What follows belongs to an exercise in optimizing a design on an open flow for small area, a short achievable clock period and few clock cycles per item; a production flow would make more cautious choices.
Function was checked by simulation only, so behaviour that the tests miss may differ from the original.
The clock port is modelled as an ideal driver, which makes a skipped or thinned clock tree look cheaper than it is; a real chip needs a root buffer or a tree.
Power figures rest on the tool's default switching activity, not on a simulated workload.

==> flow/run.sh <==
#!/bin/bash
# synth_recipe.tcl (not shown) runs the flow's synth.tcl, then flattens the netlist and writes it again
# the make line also repeats each setting of config.mk as NAME=value (left out here)
make -C /OpenROAD-flow-scripts/flow DESIGN_CONFIG=/design/flow/config.mk WORK_HOME=/design/flow/orfs CLKGATE_MAP_FILE= SYNTH_SCRIPT=/design/flow/synth_recipe.tcl finish
==> flow/config.mk <==
export PLATFORM = sky130hd
export DESIGN_NAME = data_mem_responder
export DESIGN_NICKNAME = data_mem_responder
export VERILOG_FILES = /design/flow/design.v
export SDC_FILE = /design/flow/constraint.sdc
export NUM_CORES = 4
export LEC_CHECK = 0
export CAP_MARGIN = 20
export CORE_MARGIN = 2
export CORE_UTILIZATION = 55
export CTS_CLUSTER_DIAMETER = 100
export CTS_CLUSTER_SIZE = 30
export SETUP_SLACK_MARGIN = 2.6
export SLEW_MARGIN = 20
==> flow/constraint.sdc <==
create_clock -name core_clock -period 5.0 [get_ports {clock}]
set_input_delay 1.0000 -clock core_clock [delete_from_list [all_inputs] [get_ports {clock}]]
set_output_delay 1.0000 -clock core_clock [all_outputs]
set_load 0.01 [all_outputs]
==> flow/design.v <==
module data_mem_responder #(
  parameter int DM_ADDRESS = 9,
  parameter int DATA_W     = 32
) (
  input  logic                  clock,
  input  logic                  reset,
  input  logic                  req_valid,
  output logic                  req_ready,
  input  logic                  req_write,
  input  logic [2:0]            req_funct3,
  input  logic [DM_ADDRESS-1:0] req_addr,
  input  logic [DATA_W-1:0]     req_wdata,
  output logic                  rsp_valid,
  input  logic                  rsp_ready,
  output logic [DATA_W-1:0]     rsp_rdata,
  output logic                  rsp_err
);
  localparam int WORDS = 2 ** (DM_ADDRESS - 2);
  localparam int LANES = DATA_W / 8;
  localparam int QN    = 4;
  localparam int NGRP  = 4;
  function automatic logic access_err(input logic wr, input logic [2:0] f3,
                                      input logic [1:0] lane);
    logic e;
    case (f3)
      3'b000:  e = 1'b0;
      3'b001:  e = lane[0];
      3'b010:  e = (lane != 2'b00);
      3'b100:  e = wr;
      3'b101:  e = wr | lane[0];
      default: e = 1'b1;
    endcase
    access_err = e;
  endfunction
  logic              req_ready_q;
  logic              accept_w;
  logic              err_w;
  logic [LANES-1:0]  be_w;
  logic [DATA_W-1:0] wlane_w;
  assign accept_w = req_valid && req_ready_q && !reset;
  assign err_w    = access_err(req_write, req_funct3, req_addr[1:0]);
  always_comb begin
    be_w    = '0;
    wlane_w = req_wdata;
    case (req_funct3[1:0])
      2'b00: begin
        be_w    = 4'b0001 << req_addr[1:0];
        wlane_w = {4{req_wdata[7:0]}};
      end
      2'b01: begin
        be_w    = req_addr[1] ? 4'b1100 : 4'b0011;
        wlane_w = {2{req_wdata[15:0]}};
      end
      default: be_w = 4'b1111;
    endcase
  end
  logic              v_r;
  logic [WORDS-1:0]  sel_r;      
  logic [LANES-1:0]  we_r;       
  logic [DATA_W-1:0] wlane_r;
  logic              ld_r;       
  logic              err_r;
  logic [2:0]        f3_r;
  logic [1:0]        lane_r;
  always_ff @(posedge clock) begin
    v_r     <= accept_w;
    we_r    <= (accept_w && req_write && !err_w) ? be_w : '0;
    ld_r    <= !req_write && !err_w;
    err_r   <= err_w;
    f3_r    <= req_funct3;
    lane_r  <= req_addr[1:0];
    wlane_r <= wlane_w;
    for (int w = 0; w < WORDS; w++) begin
      sel_r[w] <= (req_addr[DM_ADDRESS-1:2] == w[DM_ADDRESS-3:0]);
    end
  end
  logic [DATA_W-1:0] rd_word_w;
  logic [WORDS-1:0][DATA_W-1:0] word_q;
  generate
    for (genvar gw = 0; gw < WORDS; gw++) begin : g_word
      for (genvar gl = 0; gl < LANES; gl++) begin : g_lane
        always_ff @(posedge clock) begin
          if (sel_r[gw] && we_r[gl]) begin
            word_q[gw][8*gl +: 8] <= wlane_r[8*gl +: 8];
          end
        end
      end
    end
  endgenerate
  logic [NGRP-1:0][DATA_W-1:0] part_w, part_q;
  always_comb begin
    for (int g = 0; g < NGRP; g++) begin
      part_w[g] = '0;
      for (int k = 0; k < WORDS / NGRP; k++) begin
        part_w[g] = part_w[g] | (word_q[g * (WORDS / NGRP) + k] &
                                 {DATA_W{sel_r[g * (WORDS / NGRP) + k]}});
      end
    end
  end
  logic       v_r2;
  logic       ld_r2;
  logic       err_r2;
  logic [2:0] f3_r2;
  logic [1:0] lane_r2;
  always_ff @(posedge clock) begin
    part_q  <= part_w;
    v_r2    <= v_r && !reset;
    ld_r2   <= ld_r;
    err_r2  <= err_r;
    f3_r2   <= f3_r;
    lane_r2 <= lane_r;
  end
  always_comb begin
    rd_word_w = '0;
    for (int g = 0; g < NGRP; g++) rd_word_w = rd_word_w | part_q[g];
  end
  logic [7:0]        b_w;
  logic [15:0]       h_w;
  logic [DATA_W-1:0] res_w;
  always_comb begin
    case (lane_r2)
      2'd0:    b_w = rd_word_w[7:0];
      2'd1:    b_w = rd_word_w[15:8];
      2'd2:    b_w = rd_word_w[23:16];
      default: b_w = rd_word_w[31:24];
    endcase
    h_w = lane_r2[1] ? rd_word_w[31:16] : rd_word_w[15:0];
    case (f3_r2)
      3'b000:  res_w = {{24{b_w[7]}}, b_w};
      3'b001:  res_w = {{16{h_w[15]}}, h_w};
      3'b010:  res_w = rd_word_w;
      3'b100:  res_w = {24'd0, b_w};
      3'b101:  res_w = {16'd0, h_w};
      default: res_w = '0;
    endcase
    if (!ld_r2) res_w = '0;
  end
  logic [QN-1:0][DATA_W:0] e_q;        
  logic [QN-1:0]     ev_q;            
  logic              pop_w;
  logic [DATA_W:0]   res_e_w;
  logic [QN-1:0]     ev_pop_w;        
  logic [QN-1:0]     ev_d;
  assign pop_w    = ev_q[0] && rsp_ready;
  assign res_e_w  = {err_r2, res_w};
  assign ev_pop_w = pop_w ? {1'b0, ev_q[QN-1:1]} : ev_q;
  always_comb begin
    ev_d = ev_pop_w;
    if (v_r2) begin
      for (int i = QN - 1; i >= 0; i--) begin
        if (!ev_pop_w[i]) ev_d = ev_pop_w | (QN'(1) << i);
      end
    end
  end
  always_ff @(posedge clock) begin
    for (int i = 0; i < QN; i++) begin
      if (!ev_pop_w[i]) begin
        e_q[i] <= res_e_w;
      end else if (pop_w) begin
        e_q[i] <= (i + 1 < QN) ? e_q[(i + 1) % QN] : res_e_w;
      end
    end
  end
  always_ff @(posedge clock) begin
    if (reset) begin
      ev_q        <= '0;
      req_ready_q <= 1'b1;
    end else begin
      ev_q        <= ev_d;
      req_ready_q <= !ev_d[QN-3] || (!ev_d[QN-2] && !(accept_w && v_r));
    end
  end
  assign req_ready = req_ready_q;
  assign rsp_valid = ev_q[0];
  assign rsp_rdata = e_q[0][DATA_W-1:0];
  assign rsp_err   = e_q[0][DATA_W];
endmodule
==> results of run 1 <==
synthesized netlist by cell type (2+ instances only):
library cell / instances
buf_4: 32
nand4_1: 515
nand2_1: 80
inv_1: 3
nor4_1: 9
nor2_1: 191
a22oi_1: 2051
o21ai_0: 11
and2_1: 513
mux2i_1: 12
o41ai_1: 7
nand3b_1: 4
or3_1: 2
dfxtp_1: 313
buf_1: 25
a31oi_1: 53
mux2_2: 51
or4_1: 146
nand3_1: 13
nor3_1: 2
a21oi_1: 35
or3b_2: 3
buf_8: 5
nor2b_1: 6
a22o_1: 15
buf_6: 2
o211ai_1: 5
clkbuf_1: 579
buf_2: 4
edfxtp_1: 4228
nand2b_1: 4
state kept, by name (all words and copies together), names as in the netlist, 2 cells and up:
register,count
we_r,4
e_q,132
sel_r,128
ev_q,4
f3_r2,3
lane_r,2
f3_r,3
wlane_r,32
lane_r2,2
part_q,128
word_q,4096
metrics by stage:
step | area (sq um) | cells | power (mW)
5_1_grt | 172000 | 12821 | 63.4
6_report | 172000 | 12848 | 62.2
3_5_place_dp | 167000 | 12481 | 44.7
2_1_floorplan | 162000 | 8934 | 43.6
4_1_cts | 172000 | 12800 | 62.1
3_3_place_gp | 167000 | 12481 | 44.7
worst register-to-register path: cells and delay by family, from the launching register on:
family | cells | cell delay [ns]
and+or+nand+nor | 2 | 1.04
AOI/OAI and AO/OA | 2 | 0.68
DFF | 1 | 0.48
worst paths after layout:
check	to	slack, ns	depth (start not counted)
worst max-delay path	rsp_valid	2.49	1
worst min-delay path	f3_r2[1]	0.34	0
worst max register to register	e_q[1]	2.55	4
worst min register to register	f3_r2[1]	0.34	0
metal layers:
metal | up-vias | GRT usage [%]
met5 | - | 0
met4 | 16 | 11.1
li1 | 36223 | -
met3 | 769 | 6.00
met1 | 47705 | 48.8
met2 | 6158 | 51.8
power breakdown:
| group | switching, mW | internal [mW] |
|---|---|---|
| registers | 0.639 | 41.8 |
| clock network | 11.2 | 6.97 |
| logic | 1.16 | 0.312 |
timing repair:
action	CTS	global route
endpoints found under the setup margin	556	151
setup buffers	3	7
gates cloned	1	4
gates resized for setup	171	29
pin swaps	1	3
cell families after synthesis:
logic type / share of synthesized area, %
DFF: 82.4
buffers and inverters: 1.63
muxes: 0.429
and+or+nand+nor: 5.49
AOI/OAI and AO/OA: 10.0
layout make-up:
type	instances	area share, %
clock buffers	311	2.92
well taps	3919	2.85
clock inverters	4	0.0385
diodes	36	0.0524
multi-input cells	3747	15.2
flip-flops and latches	4541	77.6
inverters	4	0.00873
repair buffers	286	1.33
==> out/summary.txt, run 1 <==
Initial DRC Count: 16.1k
HP Class: reg2reg
Sequential share of the synthesized area: 82.4%
Worst slew pin tran: 1.15 ns
Initial core utilization: 55.1%
Netlist cell types: 46
Area Growth Syn to Fin: 6.42%
Final critical-path setup slack: 2.49 ns
Endpoints failing hold: 0
FMAX: 398 MHz
Final cycle utilization of the critical path: 50.3%
Leading area contributor after synthesis: edfxtp_1
Die Ht: 546 um
Row count: 199
Data arrival, critical path: 1.51 ns
Met2 routed WL: 236000 um
Worst-path fanout max: 3
DR vias: 90.9k
Highest-count cells in the layout ignoring fill and taps: edfxtp_1, a22oi_1, nand4_1
Top post-synthesis cells by area: edfxtp_1, a22oi_1, dfxtp_1
Worst path max stage delay: 0.38 ns
Global-route wire length before repair: 698000 um
Max Cap Violations: 0
Cells along the critical path: clkdlybuf4s15_2
GRT overflow: 0
Met3 wire length: 58900 um
Syn Inst Count: 8934
Share of the synthesized area in the top cell type: 78.5%
Crit. End Element: primary output
Max Used Layer: met5
Status: timing/DRC/antenna clean
Sequential standard cell area: 134000 sq um
Final core occ: 58.7%
Setup TNS: 0 ns
CTS tree: done
Largest net degree at the start of global routing: 129
Placer Congestion: 0.915
DRT Pass-1 Iters: 6
Clock tree buffer depth: 4
Wire per inst: 39.8 um
Port Buffers: 83
Clock Skews: 0.0457 ns
Endpoints failing setup: 0
Worst Path Buf+Inv: 1
Remaining antenna violation count: 0
Nets: 8803
Dpl hpwl: 315000 um
Synth Warn #: 1
Clock Latency Late Sink: 0.94 ns
Fraction of layout cells with a size suffix above 1: 7.97%
Multi-input gate area: 26100 sq um
Syn_nets: 8983
Reg-to-Reg Start: part_q[89]
Setup CP Type: reg2out
RSZ-0062 raised after global routing: true
Worst path slowest cell: dfxtp_4
Syn Area/Cell: 18.1 sq um
Mapped Area: 162000 sq um
Commonest non-fill, non-tap cell in the layout: edfxtp_1
Detailed Route WL: 511000 um
Min Tclk post-route: 2.51 ns
Crit. Startpoint: ev_q[0]
Clk slew on worst S/H paths: 0.11 ns
Hold buffers post-CTS: 0
Vias in the first global route: 84.6k
Post-synth EDFFs: 4228
Hold_sp: f3_r[1]
H-tree levels: 4
Synthesized flop and latch total: 4541
Commonest register cell after synthesis: edfxtp_1
Total CTS buffers: 174
FFs w/ async S/R, synth: 0%
Pleak: 52.7 nW
Delay-heaviest family, CP: flip-flops
Slew Limit Fails: 0
Width of the die: 546 um
Type of origin of the critical path: flip-flop
Initial antenna violation count: 49
Clk sinks: 4541
Total GRT Usage: 33.6%
Core ar.: 293000 sq um
Remaining DRCs: 0
Placement Setup Slack: 1.70 ns
VDD IR max: 0.325 mV
Pwr per Cell Area: 361 nW/um^2
Required @ worst endpoint: 4.00 ns
Die ar.: 298000 sq um
Fillers: 21.9k
Clk Tree Root Cell: clkbuf_16
Post-DR vias/cell: 7.07
M1 wire length: 197000 um
Hold_ws: 0.338 ns
Worst slew margin: 23.1%
Ports: 84
Testbench counts, summed over its fixed seeds: cycles 16,024, items 16,000.
==> run 2, diff against run 1 <==
--- a/flow/config.mk
+++ b/flow/config.mk
@@ -9,3 +9,3 @@
 export CORE_MARGIN = 2
-export CORE_UTILIZATION = 55
+export CORE_UTILIZATION = 65
 export CTS_CLUSTER_DIAMETER = 100
==> out/summary.txt, run 2 <==
Worst path slowest cell: or4_1 (was dfxtp_4)
Clock Latency Late Sink: 0.91 ns (was 0.94 ns)
Data arrival, critical path: 3.24 ns (was 1.51 ns)
VDD IR max: 0.387 mV (was 0.325 mV)
Final core occ: 69.0% (was 58.7%)
Initial DRC Count: 17.2k (was 16.1k)
Clk Tree Root Cell: clkbuf_16 (unchanged)
Nets: 8779 (was 8803)
RSZ-0062 raised after global routing: true (unchanged)
Pwr per Cell Area: 360 nW/um^2 (was 361 nW/um^2)
Largest regs: word_q x4096, e_q x132 (unchanged)
Remaining antenna violation count: 0 (unchanged)
Area Growth Syn to Fin: 5.79% (was 6.42%)
Setup CP Type: reg2reg (was reg2out)
Ports: 84 (unchanged)
Max reg flops: 4096 (unchanged)
Detailed Route WL: 496000 um (was 511000 um)
Largest net degree at the start of global routing: 95 (was 129)
Min Tclk post-route: 2.50 ns (was 2.51 ns)
Worst path max stage delay: 0.74 ns (was 0.38 ns)
Worst Path Buf+Inv: 1 (unchanged)
Delay-heaviest family, CP: simple AND/OR/NAND/NOR gates (was flip-flops)
Fraction of layout cells with a size suffix above 1: 7.84% (was 7.97%)
Remaining DRCs: 0 (unchanged)
DR vias: 91.3k (was 90.9k)
Status: timing/DRC/antenna clean (unchanged)
Row count: 183 (was 199)
Max Cap Violations: 0 (unchanged)
Width of the die: 503 um (was 546 um)
Post-synth EDFFs: 4228 (unchanged)
Worst slew margin: 19.4% (was 23.1%)
FFs w/ async S/R, synth: 0% (unchanged)
Core ar.: 248000 sq um (was 293000 sq um)
Reg2reg path depth: 4 (unchanged)
Cells along the critical path: buf_4 -> a22oi_1 -> nand4_1 -> or4_1 (was clkdlybuf4s15_2)
Pleak: 52.5 nW (was 52.7 nW)
Commonest register cell after synthesis: edfxtp_1 (unchanged)
Most common cell in the netlist: edfxtp_1 (unchanged)
Syn Area/Cell: 18.1 sq um (unchanged)
Share of the synthesized area in the top cell type: 78.5% (unchanged)
CTS tree: done (unchanged)
Required @ worst endpoint: 5.73 ns (was 4.00 ns)
Mapped Area: 162000 sq um (unchanged)
Post-synth top cells: edfxtp_1, a22oi_1, clkbuf_1 (unchanged)
Initial antenna violation count: 55 (was 49)
Clock tree buffer depth: 3 (was 4)
Synthesized flop and latch total: 4541 (unchanged)
Die ar.: 253000 sq um (was 298000 sq um)
Wire per inst: 40.6 um (was 39.8 um)
Netlist cell types: 46 (unchanged)
Sequential share of the synthesized area: 82.4% (unchanged)
Clk sinks: 4541 (unchanged)
Syn_nets: 8983 (unchanged)
Leading area contributor after synthesis: edfxtp_1 (unchanged)
Total CTS buffers: 169 (was 174)
H-tree levels: 4 (unchanged)
Largest Register: word_q (unchanged)
Slew Limit Fails: 0 (unchanged)
Endpoints failing hold: 0 (unchanged)
Post-DR vias/cell: 7.47 (was 7.07)
Highest-count cells in the layout ignoring fill and taps: edfxtp_1, a22oi_1, nand4_1 (unchanged)
Commonest non-fill, non-tap cell in the layout: edfxtp_1 (unchanged)
Dpl hpwl: 301000 um (was 315000 um)
GRT overflow: 0 (unchanged)
Clock Skews: 0.0402 ns (was 0.0457 ns)
HP Class: reg2reg (unchanged)
Clk slew on worst S/H paths: 0.12 ns (was 0.11 ns)
DRT Pass-1 Iters: 9 (was 6)
Setup TNS: 0 ns (unchanged)
Port Buffers: 83 (unchanged)
Worst slew pin tran: 1.21 ns (was 1.15 ns)
Critical Path Stages: 4 (was 1)
Top post-synthesis cells by area: edfxtp_1, a22oi_1, dfxtp_1 (unchanged)
Worst-path fanout max: 22 (was 3)
Vias in the first global route: 84.7k (was 84.6k)
Initial core utilization: 65.2% (was 55.1%)
Type of origin of the critical path: flip-flop (unchanged)
Die Ht: 503 um (was 546 um)
Syn Inst Count: 8934 (unchanged)
Crit. End Element: flip-flop (was primary output)
Total GRT Usage: 38.9% (was 33.6%)
Synth Warn #: 1 (unchanged)
FMAX: 400 MHz (was 398 MHz)
Final cycle utilization of the critical path: 50.1% (was 50.3%)
Placer Congestion: 0.905 (was 0.915)
Hold path cells: 0 (unchanged)
Endpoints failing setup: 0 (unchanged)
Global-route wire length before repair: 675000 um (was 698000 um)
==> run 2: per-stage QoR <==
stage               instance area (sq um)  power [mW]  std cells  setup WS [ns]  hold slack (ns)
floorplan                          162000        43.6       8934           2.61            0.310
detailed placement                 166000        44.7      11878           1.59            0.335
global route                       171000        62.8      12206           2.48            0.371
CTS                                171000        61.5      12191           2.47            0.357
finish                             171000        61.6      12221           2.50            0.358
global placement                   166000        44.6      11878           1.62            0.315
==> run 2: worst paths after layout <==
check           start         end  slack (ns)
max          sel_r[6]  part_q[24]        2.50
min           f3_r[1]    f3_r2[1]        0.36
max reg2reg  sel_r[6]  part_q[24]        2.50
min reg2reg   f3_r[1]    f3_r2[1]        0.36
==> run 2: what timing repair did <==
action                                  4_1_cts  5_1_grt
hold buffers                                  0        0
resized for setup                           177       36
cloned                                        2        2
hold endpoints to repair                      0        0
endpoints found under the setup margin      305      275
buffers inserted                              2        1
pin swaps                                     1        0
==> run 2: kinds of logic after synthesis <==
group | share of synthesized area, %
buffers and inverters | 1.63
AND/OR/NAND/NOR | 5.49
flip-flops | 82.4
multiplexers | 0.429
AO/OA/AOI/OAI | 10.0
==> run 2: per-layer routing <==
metal / vias up / global-route usage [%] / routed length [um]
met2: 6939 / 58.3 / 225000
met5: - / 0 / 214
met3: 999 / 7.57 / 62600
met4: 32 / 16.6 / 24800
li1: 36163 / - / -
met1: 47198 / 56.8 / 183000
==> run 2: where the power goes <==
part | internal (mW) | total [mW] | leakage [nW] | switching (mW)
Clock | 6.74 | 17.7 | 2.35 | 11.0
Sequential | 41.8 | 42.5 | 41.1 | 0.701
Combinational | 0.303 | 1.37 | 9.07 | 1.07
==> run 2: cell type report <==
| class | instances | area, sq um |
|---|---|---|
| fillers | 16039 | 76900 |
| diodes | 23 | 57.6 |
| multi-input cells | 3746 | 26100 |
| clock inverters | 10 | 98.8 |
| flip-flops and latches | 4541 | 134000 |
| well taps | 3330 | 4170 |
| inverters | 4 | 15.0 |
| repair buffers | 268 | 2200 |
| clock buffers | 299 | 4840 |
==> run 3, diff against run 2 <==
--- a/flow/design.v
+++ b/flow/design.v
@@ -154,4 +154,13 @@
   end
+  logic h_res_w, h_next_w, h_hold_w;
+  assign h_res_w  = !ev_pop_w[0];
+  assign h_next_w = ev_pop_w[0] && pop_w;
+  assign h_hold_w = ev_pop_w[0] && !pop_w;
   always_ff @(posedge clock) begin
-    for (int i = 0; i < QN; i++) begin
+    e_q[0] <= ({(DATA_W + 1){h_res_w}}  & res_e_w) |
+              ({(DATA_W + 1){h_next_w}} & e_q[1]) |
+              ({(DATA_W + 1){h_hold_w}} & e_q[0]);
+  end
+  always_ff @(posedge clock) begin
+    for (int i = 1; i < QN; i++) begin
       if (!ev_pop_w[i]) begin
==> flow/flow/run.sh (new file) <==
#!/bin/bash
# Layout flow: the standard ORFS flow, with the port buffers made of
# plain buffers (sky130_fd_sc_hd__buf_4) instead of the default delay-buffer
# cell, so the register-to-output paths are shorter.
set -euo pipefail
cd "$(dirname "$0")/.."
export BUFFER_PORTS_ARGS="-buffer_cell sky130_fd_sc_hd__buf_4"
bash standard.sh > standard_flow.log 2>&1
==> flow/standard.sh (new file) <==
#!/bin/bash
# synth_recipe.tcl (not shown) runs the flow's synth.tcl, then flattens the netlist and writes it again
# the make line also repeats each setting of config.mk as NAME=value (left out here)
make -C /OpenROAD-flow-scripts/flow DESIGN_CONFIG=/design/flow/config.mk WORK_HOME=/design/flow/orfs CLKGATE_MAP_FILE= SYNTH_SCRIPT=/design/flow/synth_recipe.tcl "${@:-finish}"
--- a/flow/config.mk
+++ b/flow/config.mk
@@ -9,6 +9,6 @@
 export CORE_MARGIN = 2
-export CORE_UTILIZATION = 65
+export CORE_UTILIZATION = 55
 export CTS_CLUSTER_DIAMETER = 100
 export CTS_CLUSTER_SIZE = 30
-export SETUP_SLACK_MARGIN = 2.6
+export SETUP_SLACK_MARGIN = 2.75
 export SLEW_MARGIN = 20
removed: flow/run.sh
==> out/summary.txt, run 3 <==
Commonest non-fill, non-tap cell in the layout: edfxtp_1 (unchanged)
Post-route cell area: 172000 sq um (was 171000 sq um)
DRT Pass-1 Iters: 6 (was 9)
Worst slew margin: 20.4% (was 19.4%)
Worst-path fanout max: 2 (was 22)
Highest-count cells in the layout ignoring fill and taps: edfxtp_1, a22oi_1, nand4_1 (unchanged)
Slew Limit Fails: 0 (unchanged)
Final cycle utilization of the critical path: 48.1% (was 50.1%)
Worst Path Buf+Inv: 1 (unchanged)
Fraction of layout cells with a size suffix above 1: 9.27% (was 7.84%)
Setup CP Type: reg2out (was reg2reg)
Final Non-Filler Cells: 12.9k (was 12.2k)
Final critical-path setup slack: 2.59 ns (was 2.50 ns)
Total CTS buffers: 174 (was 169)
Fillers: 21.6k (was 16.0k)
Worst path max stage delay: 0.38 ns (was 0.74 ns)
Initial antenna violation count: 42 (was 55)
HP Class: in2reg (was reg2reg)
Data arrival, critical path: 1.41 ns (was 3.24 ns)
Syn_nets: 9055 (was 8983)
Netlist cell types: 47 (was 46)
FMAX: 416 MHz (was 400 MHz)
Total GRT Usage: 33.4% (was 38.9%)
Placement Setup Slack: 1.67 ns (was 1.59 ns)
Required @ worst endpoint: 4.00 ns (was 5.73 ns)
Type of origin of the critical path: flip-flop (unchanged)
Setup TNS: 0 ns (unchanged)
Initial core utilization: 55.2% (was 65.2%)
Placed cell areas: 166000 sq um (about the same)
Commonest register cell after synthesis: edfxtp_1 (unchanged)
Endpoints failing setup: 0 (unchanged)
Most common cell in the netlist: edfxtp_1 (unchanged)
Mapped Area: 162000 sq um (about the same)
Largest net degree at the start of global routing: 129 (was 95)
Pwr per Cell Area: 361 nW/um^2 (was 360 nW/um^2)
Simple-gate share of the synthesized area: 5.59% (was 5.49%)
Syn Inst Count: 9006 (was 8934)
Hold_sp: req_wdata[1] (was f3_r[1])
Remaining DRCs: 0 (unchanged)
Min Tclk post-route: 2.41 ns (was 2.50 ns)
Global-route wire length before repair: 695000 um (was 675000 um)
Status: timing/DRC/antenna clean (unchanged)
Area Growth Syn to Fin: 6.67% (was 5.79%)
Row count: 199 (was 183)
Clock Latency Late Sink: 0.94 ns (was 0.91 ns)
Post-DR vias/cell: 7.05 (was 7.47)
DR vias: 91.0k (was 91.3k)
Core ar.: 293000 sq um (was 248000 sq um)
Post-synth EDFFs: 4195 (was 4228)
Nets: 8874 (was 8779)
Clock Skews: 0.0631 ns (was 0.0402 ns)
Endpoints failing hold: 0 (unchanged)
Reg-to-Reg Start: sel_r[43] (was sel_r[6])
Crit. Startpoint: e_q[26] (was sel_r[6])
Cells along the critical path: buf_6 (was buf_4 -> a22oi_1 -> nand4_1 -> or4_1)
Detailed Route WL: 510000 um (was 496000 um)
Width of the die: 546 um (was 503 um)
Top post-synthesis cells by area: edfxtp_1, a22oi_1, dfxtp_1 (unchanged)
GRT overflow: 0 (unchanged)
FFs w/ async S/R, synth: 0% (unchanged)
Post-synthesis xor/xnor area fraction: 0% (unchanged)
Max Cap Violations: 0 (unchanged)
Placer Congestion: 0.894 (was 0.905)
CTS tree: done (unchanged)
RSZ-0062 raised after global routing: true (unchanged)
Leading area contributor after synthesis: edfxtp_1 (unchanged)
Clk sinks: 4541 (unchanged)
Post-synthesis mux area share: 0.181% (was 0.429%)
Crit. End Element: primary output (was flip-flop)
Die Ht: 546 um (was 503 um)
Largest family of logic cells by synthesized area: compound AO/OA/AOI/OAI gates (unchanged)
Remaining antenna violation count: 0 (unchanged)
VDD IR max: 0.362 mV (was 0.387 mV)
Ports: 84 (unchanged)
Clk Tree Root Cell: clkbuf_16 (unchanged)
Share of the synthesized area in the top cell type: 77.9% (was 78.5%)
Clock tree buffer depth: 4 (was 3)
Vias in the first global route: 84.8k (was 84.7k)
Clk slew on worst S/H paths: 0.12 ns (about the same)
Max reg flops: 4096 (unchanged)
Die ar.: 298000 sq um (was 253000 sq um)
Worst path slowest cell: dfxtp_4 (was or4_1)
Worst slew pin tran: 1.19 ns (was 1.21 ns)
Largest regs: word_q x4096, e_q x132 (unchanged)
Delay-heaviest family, CP: flip-flops (was simple AND/OR/NAND/NOR gates)
Placed cells: 12.5k (was 11.9k)
Port Buffers: 83 (unchanged)
Wire per inst: 39.5 um (was 40.6 um)
Dpl hpwl: 309000 um (was 301000 um)
Largest Register: word_q (unchanged)
Hold buffers post-CTS: 0 (unchanged)
Final core occ: 58.8% (was 69.0%)
Sequential share of the synthesized area: 82.2% (was 82.4%)
Post-synth top cells: edfxtp_1, a22oi_1, clkbuf_1 (unchanged)
Synthesized flop and latch total: 4541 (unchanged)
Initial DRC Count: 15.9k (was 17.2k)
Synth Warn #: 1 (unchanged)
Pleak: 52.6 nW (was 52.5 nW)
Adder-cell share of the synthesized area: 0% (unchanged)
Syn Area/Cell: 17.9 sq um (was 18.1 sq um)
Compound-Gate Fraction of Synth Area: 10.4% (was 10.0%)
H-tree levels: 4 (unchanged)
-- run 3: cell count changes in the layout (fill, tap and decap cells not counted), moves of 21 or more --
cell and delta:
mux2_2 -33, o21ai_0 +33, buf_4 +65, a31oi_1 -52, edfxtp_1 -33, o21ai_1 +28
a22o_1 +33, clkdlybuf4s50_1 -47, buf_6 +38, and2_2 +21, buf_2 -33
-- run 3: final timing paths --
check / endpoint / slack [ns] / depth (start not counted)
hold reg to reg: err_r2 / 0.34 / 0
setup reg to reg: part_q[46] / 2.67 / 4
setup / recovery: rsp_rdata[26] / 2.59 / 1
hold / removal: wlane_r[1] / 0.22 / 1
-- run 3: what timing repair did --
item,in CTS,in global routing
buffers inserted,22,2
endpoints found under the setup margin,1974,273
gates cloned,0,1
gates resized for setup,156,59
pin swaps,3,4
-- run 3: where the power goes --
part | internal, mW | switching (mW) | total, mW
Clock | 6.87 | 11.3 | 18.1
Sequential | 41.8 | 0.687 | 42.5
Combinational | 0.362 | 1.22 | 1.58
-- run 3: logic make-up after synthesis --
kind of cell           count (synthesis)
and+or+nand+nor                     1510
muxes                                 27
AOI/OAI and AO/OA                   2269
DFF                                 4541
buffers and inverters                659
-- run 3: area by class of cell --
type	count	area [sq um]	area share, %
Multi-Input combinational cell	3807	26600	15.4
Clock buffer	308	4930	2.86
Timing Repair Buffer	298	2600	1.51
Clock inverter	10	91.3	0.0530
Inverter	3	11.3	0.00653
Tap cell	3919	4900	2.84
Sequential cell	4541	133000	77.3
Antenna cell	13	32.5	0.0189
-- run 3: layer usage --
metal  GRT usage [%]  share of wire, %  vias to the layer above
met5               0             0.018                        -
met4            10.7               3.7                       10
met3            5.72                11                      653
met2            51.5                46                     6151
met1            49.1                39                    47756
li1                -                 -                    36427
-- run 3: per-stage QoR --
stage	total power, mW	hold WS (ns)
2_1_floorplan	43.5	0.310
3_3_place_gp	44.7	0.311
3_5_place_dp	44.8	0.312
4_1_cts	62.1	0.169
5_1_grt	63.4	0.190
6_report	62.2	0.225
Testbench counts of run 3, summed over its fixed seeds: cycles 16,024, items 16,000.
==> run 4, diff against run 3 <==
==> flow/flow/run.sh (replaced) <==
#!/bin/bash
# Layout flow: the standard ORFS flow, with two changes:
# - the port buffers are plain buffers (sky130_fd_sc_hd__buf_4) instead of
#   the default delay-buffer cell;
# - after CTS, the clock tree's buffers are replaced in place by inverters
#   (flow/swap_clock.tcl), which cuts the clock insertion delay for every
#   register alike. Every register still sees the clock's rising edge.
# Each tool's output goes to a log file of its own in the work folder.
set -euo pipefail
cd "$(dirname "$0")/.."
export BUFFER_PORTS_ARGS="-buffer_cell sky130_fd_sc_hd__buf_4"
bash standard.sh cts > flow_to_cts.log 2>&1
export RES="$PWD/orfs/results/sky130hd/data_mem_responder/base"
export LIB="$FLOW_HOME/platforms/sky130hd/lib/sky130_fd_sc_hd__tt_025C_1v80.lib"
openroad -no_init -exit flow/swap_clock.tcl > swap_clock.log 2>&1
bash standard.sh > flow_to_finish.log 2>&1
==> flow/flow/swap_clock.tcl (new file) <==
# Rebuild the clock tree made by CTS with inverters: every clock-tree buffer
# (a clkbuf_* cell named clkbuf_* by TritonCTS) becomes an inv_16 in the same
# place, driving the same net. Every register's clock path runs through the
# same number of tree cells, so the registers still see the rising edge of
# the clock; the script checks this and leaves the layout as it was if not.
set res $::env(RES)
read_liberty $::env(LIB)
read_db $res/4_cts.odb

set db [ord::get_db]
set block [ord::get_db_block]
set inv [$db findMaster sky130_fd_sc_hd__inv_16]

set swap {}
foreach inst [$block getInsts] {
  if {[string match sky130_fd_sc_hd__clkbuf_* [[$inst getMaster] getName]] &&
      [string match clkbuf_* [$inst getName]]} {
    lappend swap $inst
  }
}

# Parity check: walk the clock network from the clock port and record the
# number of swapped cells between the port and each register clock pin.
set swapped [dict create]
foreach inst $swap { dict set swapped [$inst getName] 1 }
set bad 0
set nregs 0
set todo [list [list [$block findNet clock] 0]]
while {[llength $todo]} {
  lassign [lindex $todo 0] net par
  set todo [lrange $todo 1 end]
  foreach it [$net getITerms] {
    if {![$it isInputSignal]} continue
    set i [$it getInst]
    set m [$i getMaster]
    set mn [$m getName]
    if {[dict exists $swapped [$i getName]]} {
      set out [[$i findITerm X] getNet]
      if {$out ne "NULL"} { lappend todo [list $out [expr {$par ^ 1}]] }
    } elseif {[string match *clkbuf* $mn] || [string match *buf_* $mn]} {
      set o [$i findITerm X]
      if {$o ne "NULL" && [$o getNet] ne "NULL"} { lappend todo [list [$o getNet] $par] }
    } elseif {[string match *df* $mn]} {
      incr nregs
      if {$par} { incr bad }
    } elseif {[string match *clkinv* $mn] || [string match *inv_* $mn]} {
      set o [$i findITerm Y]
      if {$o ne "NULL" && [$o getNet] ne "NULL"} { incr bad }
    }
  }
}
puts "clock tree: [llength $swap] buffers to swap, $nregs register clock pins, $bad with odd parity"
if {$bad != 0 || $nregs == 0} {
  puts "parity check failed: clock tree left as it is"
  exit 0
}

foreach inst $swap {
  set nm [$inst getName]
  set in_net [[$inst findITerm A] getNet]
  set out_net [[$inst findITerm X] getNet]
  set loc [$inst getLocation]
  set orient [$inst getOrient]
  odb::dbInst_destroy $inst
  set new [odb::dbInst_create $block $inv $nm]
  $new setOrient $orient
  $new setLocation [lindex $loc 0] [lindex $loc 1]
  $new setPlacementStatus PLACED
  [$new findITerm A] connect $in_net
  if {$out_net ne "NULL"} { [$new findITerm Y] connect $out_net }
}
global_connect
detailed_placement
check_placement
puts "swapped [llength $swap] clock buffers for inv_16"
write_db $res/4_cts.odb
==> out/summary.txt, run 4 <==
Largest Register: word_q (unchanged)
Post-synth EDFFs: 4195 (unchanged)
Endpoints failing hold: 0 (unchanged)
Initial core utilization: 55.2% (unchanged)
Initial DRC Count: 16.0k (was 15.9k)
Initial antenna violation count: 40 (was 42)
Synth Warn #: 1 (unchanged)
Post-synth top cells: edfxtp_1, a22oi_1, clkbuf_1 (unchanged)
Nets: 8873 (was 8874)
Crit. End Element: flip-flop (was primary output)
Min Tclk post-route: 2.35 ns (was 2.41 ns)
Core ar.: 293000 sq um (unchanged)
FFs w/ async S/R, synth: 0% (unchanged)
Data arrival, critical path: 2.82 ns (was 1.41 ns)
Clk sinks: 4541 (unchanged)
Dpl hpwl: 309000 um (unchanged)
HP Class: reg2reg (was in2reg)
Worst slew margin: 21.4% (was 20.4%)
Area Growth Syn to Fin: 6.14% (was 6.67%)
Max Cap Violations: 0 (unchanged)
Port Buffers: 83 (unchanged)
Pwr per Cell Area: 356 nW/um^2 (was 361 nW/um^2)
Max reg flops: 4096 (unchanged)
DR vias: 91.1k (was 91.0k)
Status: timing/DRC/antenna clean (unchanged)
Vias in the first global route: 84.7k (was 84.8k)
Power Total: 61.1 mW (was 62.2 mW)
Crit. Startpoint: sel_r[67] (was e_q[26])
Total GRT Usage: 33.4% (about the same)
Setup CP Type: reg2reg (was reg2out)
DRT Pass-1 Iters: 6 (unchanged)
Synthesized flop and latch total: 4541 (unchanged)
Sequential share of the synthesized area: 82.2% (unchanged)
Clk slew on worst S/H paths: 0.11 ns (was 0.12 ns)
Netlist cell types: 47 (unchanged)
Largest net degree at the start of global routing: 129 (unchanged)
RSZ-0062 raised after global routing: false (was true)
Post-DR vias/cell: 7.06 (was 7.05)
Remaining DRCs: 0 (unchanged)
Worst-path fanout max: 27 (was 2)
Largest regs: word_q x4096, e_q x132 (unchanged)
FMAX: 425 MHz (was 416 MHz)
Endpoints failing setup: 0 (unchanged)
Critical Path End: part_q[81] (was rsp_rdata[26])
Width of the die: 546 um (unchanged)
Share of the synthesized area in the top cell type: 77.9% (unchanged)
Die Ht: 546 um (unchanged)
GRT overflow: 0 (unchanged)
Die ar.: 298000 sq um (unchanged)
Clock Latency Late Sink: 0.63 ns (was 0.94 ns)
Required @ worst endpoint: 5.47 ns (was 4.00 ns)
Highest-count cells in the layout ignoring fill and taps: edfxtp_1, a22oi_1, nand4_1 (unchanged)
Worst reg2reg setup slack: 2.65 ns (was 2.67 ns)
Reg2reg path depth: 4 (unchanged)
Syn_nets: 9055 (unchanged)
Remaining antenna violation count: 0 (unchanged)
Top post-synthesis cells by area: edfxtp_1, a22oi_1, dfxtp_1 (unchanged)
Fraction of layout cells with a size suffix above 1: 9.31% (was 9.27%)
Final core occ: 58.5% (was 58.8%)
Detailed Route WL: 508000 um (was 510000 um)
Worst R2R End: part_q[81] (was part_q[46])
Leading area contributor after synthesis: edfxtp_1 (unchanged)
Pleak: 52.2 nW (was 52.6 nW)
Ports: 84 (unchanged)
Final cycle utilization of the critical path: 47.1% (was 48.1%)
Wire per inst: 39.4 um (was 39.5 um)
Row count: 199 (unchanged)
Type of origin of the critical path: flip-flop (unchanged)
Global-route wire length before repair: 695000 um (about the same)
Setup TNS: 0 ns (unchanged)
Reg-to-Reg Start: sel_r[67] (was sel_r[43])
Mapped Area: 162000 sq um (unchanged)
Commonest non-fill, non-tap cell in the layout: edfxtp_1 (unchanged)
Commonest register cell after synthesis: edfxtp_1 (unchanged)
VDD IR max: 0.481 mV (was 0.362 mV)
Placer Congestion: 0.894 (unchanged)
Syn Area/Cell: 17.9 sq um (unchanged)
Most common cell in the netlist: edfxtp_1 (unchanged)
Slew Limit Fails: 0 (unchanged)
Hold buffers post-CTS: 0 (unchanged)
Worst slew pin tran: 1.18 ns (was 1.19 ns)
Syn Inst Count: 9006 (unchanged)
Clock Skews: 0.0681 ns (was 0.0631 ns)
## run 4: worst min-delay path by stage
stage,slack (ns),to,startpoint,depth (start not counted)
3_5_place_dp,0.31,f3_r2[0],f3_r[0],0
2_1_floorplan,0.31,err_r2,err_r,0
5_1_grt,0.35,err_r2,err_r,0
3_3_place_gp,0.31,lane_r2[1],lane_r[1],0
6_report,0.34,f3_r2[0],f3_r[0],0
4_1_cts,0.17,f3_r[2],req_funct3[2],1
## run 4: kinds of logic after synthesis
family,after synthesis,share of synthesized area [%]
AO/OA/AOI/OAI,2269,10.4
buffers and inverters,659,1.63
flip-flops,4541,82.2
multiplexers,27,0.181
AND/OR/NAND/NOR,1510,5.59
## run 4: stage by stage
| stage | cells | worst slack, ns | hold slack (ns) | cell area, sq um |
|---|---|---|---|---|
| 2_1_floorplan | 9006 | 2.76 | 0.310 | 162000 |
| 3_3_place_gp | 12541 | 1.67 | 0.311 | 166000 |
| 3_5_place_dp | 12541 | 1.67 | 0.312 | 166000 |
| 4_1_cts | 12881 | 2.52 | 0.169 | 172000 |
| 5_1_grt | 12892 | 2.74 | 0.345 | 172000 |
| 6_report | 12900 | 2.65 | 0.338 | 172000 |
## run 4: critical path, cell delays in order, from the launching register on
cell and delay, ns:
dfxtp_2 0.43, buf_4 0.33, a22oi_1 0.46, nand4_1 0.29, or4_1 0.69
## run 4: layout make-up
class                      count  area, sq um
sequential                  4541       133000
fill                       21725       121000
multi-input combinational   3807        26600
tap                         3919         4900
inverter                     177         3490
timing repair buffer         297         2600
clock buffer                 134          577
clock inverter                10         91.3
antenna                       15         37.5
## run 4: routing by layer
metal  global-route usage, %  share of wire, %  vias to the layer above
li1                        -                 -                    36503
met1                    49.0                38                    47759
met2                    51.3                46                     6202
met3                    5.66                12                      645
met4                    11.3               3.7                       14
met5                       0             0.024                        -
## run 4: repair_timing
action / CTS / global route
gates cloned: 0 / 1
resized for setup: 156 / 64
setup endpoints to repair: 1974 / 269
pin swaps: 3 / 5
endpoints found under the hold margin: 0 / 0
buffers inserted: 22 / 1
## run 4: where the power goes
part | internal (mW) | leakage [nW] | switching (mW)
logic | 0.362 | 9.20 | 1.22
clock network | 2.81 | 1.94 | 14.2
registers | 41.8 | 41.0 | 0.684
==> run 5, diff against run 4 <==
--- a/flow/config.mk
+++ b/flow/config.mk
@@ -12,3 +12,3 @@
 export CTS_CLUSTER_SIZE = 30
-export SETUP_SLACK_MARGIN = 2.75
+export SETUP_SLACK_MARGIN = 3.0
 export SLEW_MARGIN = 20
==> out/summary.txt, run 5 <==
DR vias: 92.6k (was 91.1k)
Max reg flops: 4096 (unchanged)
Min Tclk post-route: 2.10 ns (was 2.35 ns)
Post-synth top cells: edfxtp_1, a22oi_1, clkbuf_1 (unchanged)
Cells along the critical path: buf_6 (was buf_4 -> a22oi_1 -> nand4_1 -> or4_1)
Core ar.: 293000 sq um (unchanged)
Final cycle utilization of the critical path: 42.1% (was 47.1%)
Setup CP Type: reg2out (was reg2reg)
Commonest non-fill, non-tap cell in the layout: edfxtp_1 (unchanged)
Highest-count cells in the layout ignoring fill and taps: edfxtp_1, a22oi_1, nand4_1 (unchanged)
Worst path slowest cell: dfxtp_2 (was or4_1)
Pleak: 53.2 nW (was 52.2 nW)
Worst slew margin: 23.9% (was 21.4%)
HP Class: reg2reg (unchanged)
Worst Path Buf+Inv: 1 (unchanged)
Detailed Route WL: 522000 um (was 508000 um)
Port Buffers: 83 (unchanged)
Syn Area/Cell: 17.9 sq um (unchanged)
Top post-synthesis cells by area: edfxtp_1, a22oi_1, dfxtp_1 (unchanged)
Commonest register cell after synthesis: edfxtp_1 (unchanged)
Hold_ws: 0.334 ns (was 0.338 ns)
Largest Register: word_q (unchanged)
Dpl hpwl: 313000 um (was 309000 um)
Hold buffers post-CTS: 0 (unchanged)
Worst-path fanout max: 2 (was 27)
Worst path max stage delay: 0.38 ns (was 0.69 ns)
Clk slew on worst S/H paths: 0.11 ns (about the same)
Share of the synthesized area in the top cell type: 77.9% (unchanged)
Post-route cell area: 175000 sq um (was 172000 sq um)
Clock Latency Late Sink: 0.64 ns (was 0.63 ns)
Nets: 8980 (was 8873)
Initial antenna violation count: 40 (unchanged)
Post-synth EDFFs: 4195 (unchanged)
VDD IR max: 0.558 mV (was 0.481 mV)
Setup TNS: 0 ns (unchanged)
Endpoints failing setup: 0 (unchanged)
Area Growth Syn to Fin: 8.05% (was 6.14%)
Sequential share of the synthesized area: 82.2% (unchanged)
Slew Limit Fails: 0 (unchanged)
FFs w/ async S/R, synth: 0% (unchanged)
FMAX: 475 MHz (was 425 MHz)
DRT Pass-1 Iters: 6 (unchanged)
Endpoints failing hold: 0 (unchanged)
Width of the die: 546 um (unchanged)
Type of origin of the critical path: flip-flop (unchanged)
Vias in the first global route: 86.4k (was 84.7k)
Synth Warn #: 1 (unchanged)
Placer Congestion: 0.901 (was 0.894)
GRT overflow: 0 (unchanged)
Netlist cell types: 47 (unchanged)
Leading area contributor after synthesis: edfxtp_1 (unchanged)
Initial DRC Count: 16.5k (was 16.0k)
Clock Skews: 0.0634 ns (was 0.0681 ns)
Syn_nets: 9055 (unchanged)
Status: timing/DRC/antenna clean (unchanged)
Data arrival, critical path: 1.10 ns (was 2.82 ns)
Syn Inst Count: 9006 (unchanged)
Max Cap Violations: 0 (unchanged)
Total GRT Usage: 34.2% (was 33.4%)
Row count: 199 (unchanged)
Remaining DRCs: 0 (unchanged)
Delay-heaviest family, CP: flip-flops (was simple AND/OR/NAND/NOR gates)
Remaining antenna violation count: 0 (unchanged)
Ports: 84 (unchanged)
Global-route wire length before repair: 711000 um (was 695000 um)
Most common cell in the netlist: edfxtp_1 (unchanged)
RSZ-0062 raised after global routing: true (was false)
Synthesized flop and latch total: 4541 (unchanged)
Fraction of layout cells with a size suffix above 1: 13.6% (was 9.31%)
Crit. End Element: primary output (was flip-flop)
Largest net degree at the start of global routing: 129 (unchanged)
Die ar.: 298000 sq um (unchanged)
Required @ worst endpoint: 4.00 ns (was 5.47 ns)
Mapped Area: 162000 sq um (unchanged)
Clk sinks: 4541 (unchanged)
Pwr per Cell Area: 353 nW/um^2 (was 356 nW/um^2)
Post-DR vias/cell: 7.12 (was 7.06)
Placed cell areas: 167000 sq um (was 166000 sq um)
Initial core utilization: 55.2% (unchanged)
Largest regs: word_q x4096, e_q x132 (unchanged)
Die Ht: 546 um (unchanged)
Wire per inst: 40.1 um (was 39.4 um)
Worst slew pin tran: 1.14 ns (was 1.18 ns)
run 5: changes by cell type in the layout (fill, tap and decap cells not counted), sizes merged:
cell | before | now
clkbuf | 134 | 136
bufbuf | 0 | 1
bufinv | 0 | 2
diode | 15 | 20
buf | 297 | 399
clkinv | 1 | 5
clkinvlp | 2 | 0
nand2 | 80 | 81
nand3 | 11 | 12
inv | 184 | 181
run 5: path summary, 6_finish.rpt:
check / from / slack (ns) / depth (start not counted) / end
setup / recovery: e_q[5] / 2.90 / 1 / rsp_rdata[5]
hold / removal: f3_r[1] / 0.33 / 0 / f3_r2[1]
setup reg to reg: sel_r[98] / 2.93 / 4 / part_q[126]
hold reg to reg: f3_r[1] / 0.33 / 0 / f3_r2[1]
run 5: per-layer routing:
| layer | vias up | track usage (%) | share of wire [%] |
|---|---|---|---|
| met5 | - | 0 | 0.020 |
| met4 | 16 | 12.5 | 4.3 |
| met3 | 874 | 6.09 | 12 |
| met2 | 6574 | 53.0 | 46 |
| met1 | 48404 | 49.2 | 38 |
| li1 | 36736 | - | - |
run 5: repair_timing:
action	4_1_cts	5_1_grt
cloned	4	1
pin swaps	52	47
buffers inserted	66	49
hold endpoints to repair	0	0
gates resized for setup	571	172
setup endpoints to repair	3785	729
run 5: stage by stage:
stage	utilization, %	total power [mW]	std cells	setup WS [ns]
global placement	56.8	44.7	12550	1.55
CTS	59.5	62.5	12943	2.53
detailed placement	56.8	44.8	12554	1.98
finish	59.6	61.6	13013	2.90
global route	59.6	62.9	13000	2.87
floorplan	-	43.5	9006	2.81
run 5: cell families after synthesis:
logic type | count (synthesis) | synth area share (%)
flip-flops | 4541 | 82.2
AO/OA/AOI/OAI | 2269 | 10.4
AND/OR/NAND/NOR | 1510 | 5.59
buffers and inverters | 659 | 1.63
multiplexers | 27 | 0.181
run 5: cell type report:
| type | instances | area (sq um) |
|---|---|---|
| Inverter | 177 | 3490 |
| Antenna cell | 20 | 50.0 |
| Clock inverter | 11 | 148 |
| Multi-Input combinational cell | 3809 | 27700 |
| Timing Repair Buffer | 402 | 4290 |
| Clock buffer | 134 | 683 |
| Sequential cell | 4541 | 133000 |
| Fill cell | 21535 | 118000 |
| Tap cell | 3919 | 4900 |
run 5: report_power, final:
part / leakage, nW / internal [mW] / switching [mW] / total [mW]
combinational: 10.2 / 0.463 / 1.37 / 1.84
clock: 2.03 / 3.07 / 14.3 / 17.4
sequential: 41.0 / 41.8 / 0.638 / 42.4

-- port drivers added, routing unchanged --
Ports are ideal in the flow. The routed layouts listed here were re-timed in OpenROAD. Step 1, drivers: a clkbuf_16 drives clock and a buf_2 each remaining input, both assumed. Step 2 also shifts input and output timing later by t, the mid clock arrival at the registers, as if the neighbouring blocks saw the same clock. a / b / c = ideal / step 1 / step 2; a / b = the first two.
run | shift t [ns] | slack for setup (ns) | hold slack, ns | worst register clock-pin slew, ns | worst slew at a driven data input, ns
run 1 | 1.014 | 2.487 / 2.390 / 1.867 | 0.338 / 0.338 / 0.338 | 0.12 / 0.12 | 0.30
run 2 | 0.978 | 2.497 / 2.443 / 1.756 | 0.358 / 0.358 / 0.358 | 0.12 / 0.12 | 0.24
run 3 | 1.007 | 2.594 / 2.497 / 2.266 | 0.225 / 0.152 / 0.338 | 0.12 / 0.12 | 0.24
run 4 | 0.735 | 2.646 / 2.646 / 2.271 | 0.338 / 0.338 / 0.338 | 0.12 / 0.12 | 0.26
run 5 | 0.740 | 2.897 / 2.768 / 2.199 | 0.334 / 0.334 / 0.334 | 0.12 / 0.12 | 0.26
After both steps every run listed still meets setup and hold. For run 2, which loses most, drivers alone change the setup slack by -0.054 ns; drivers and shift together by -0.741 ns.
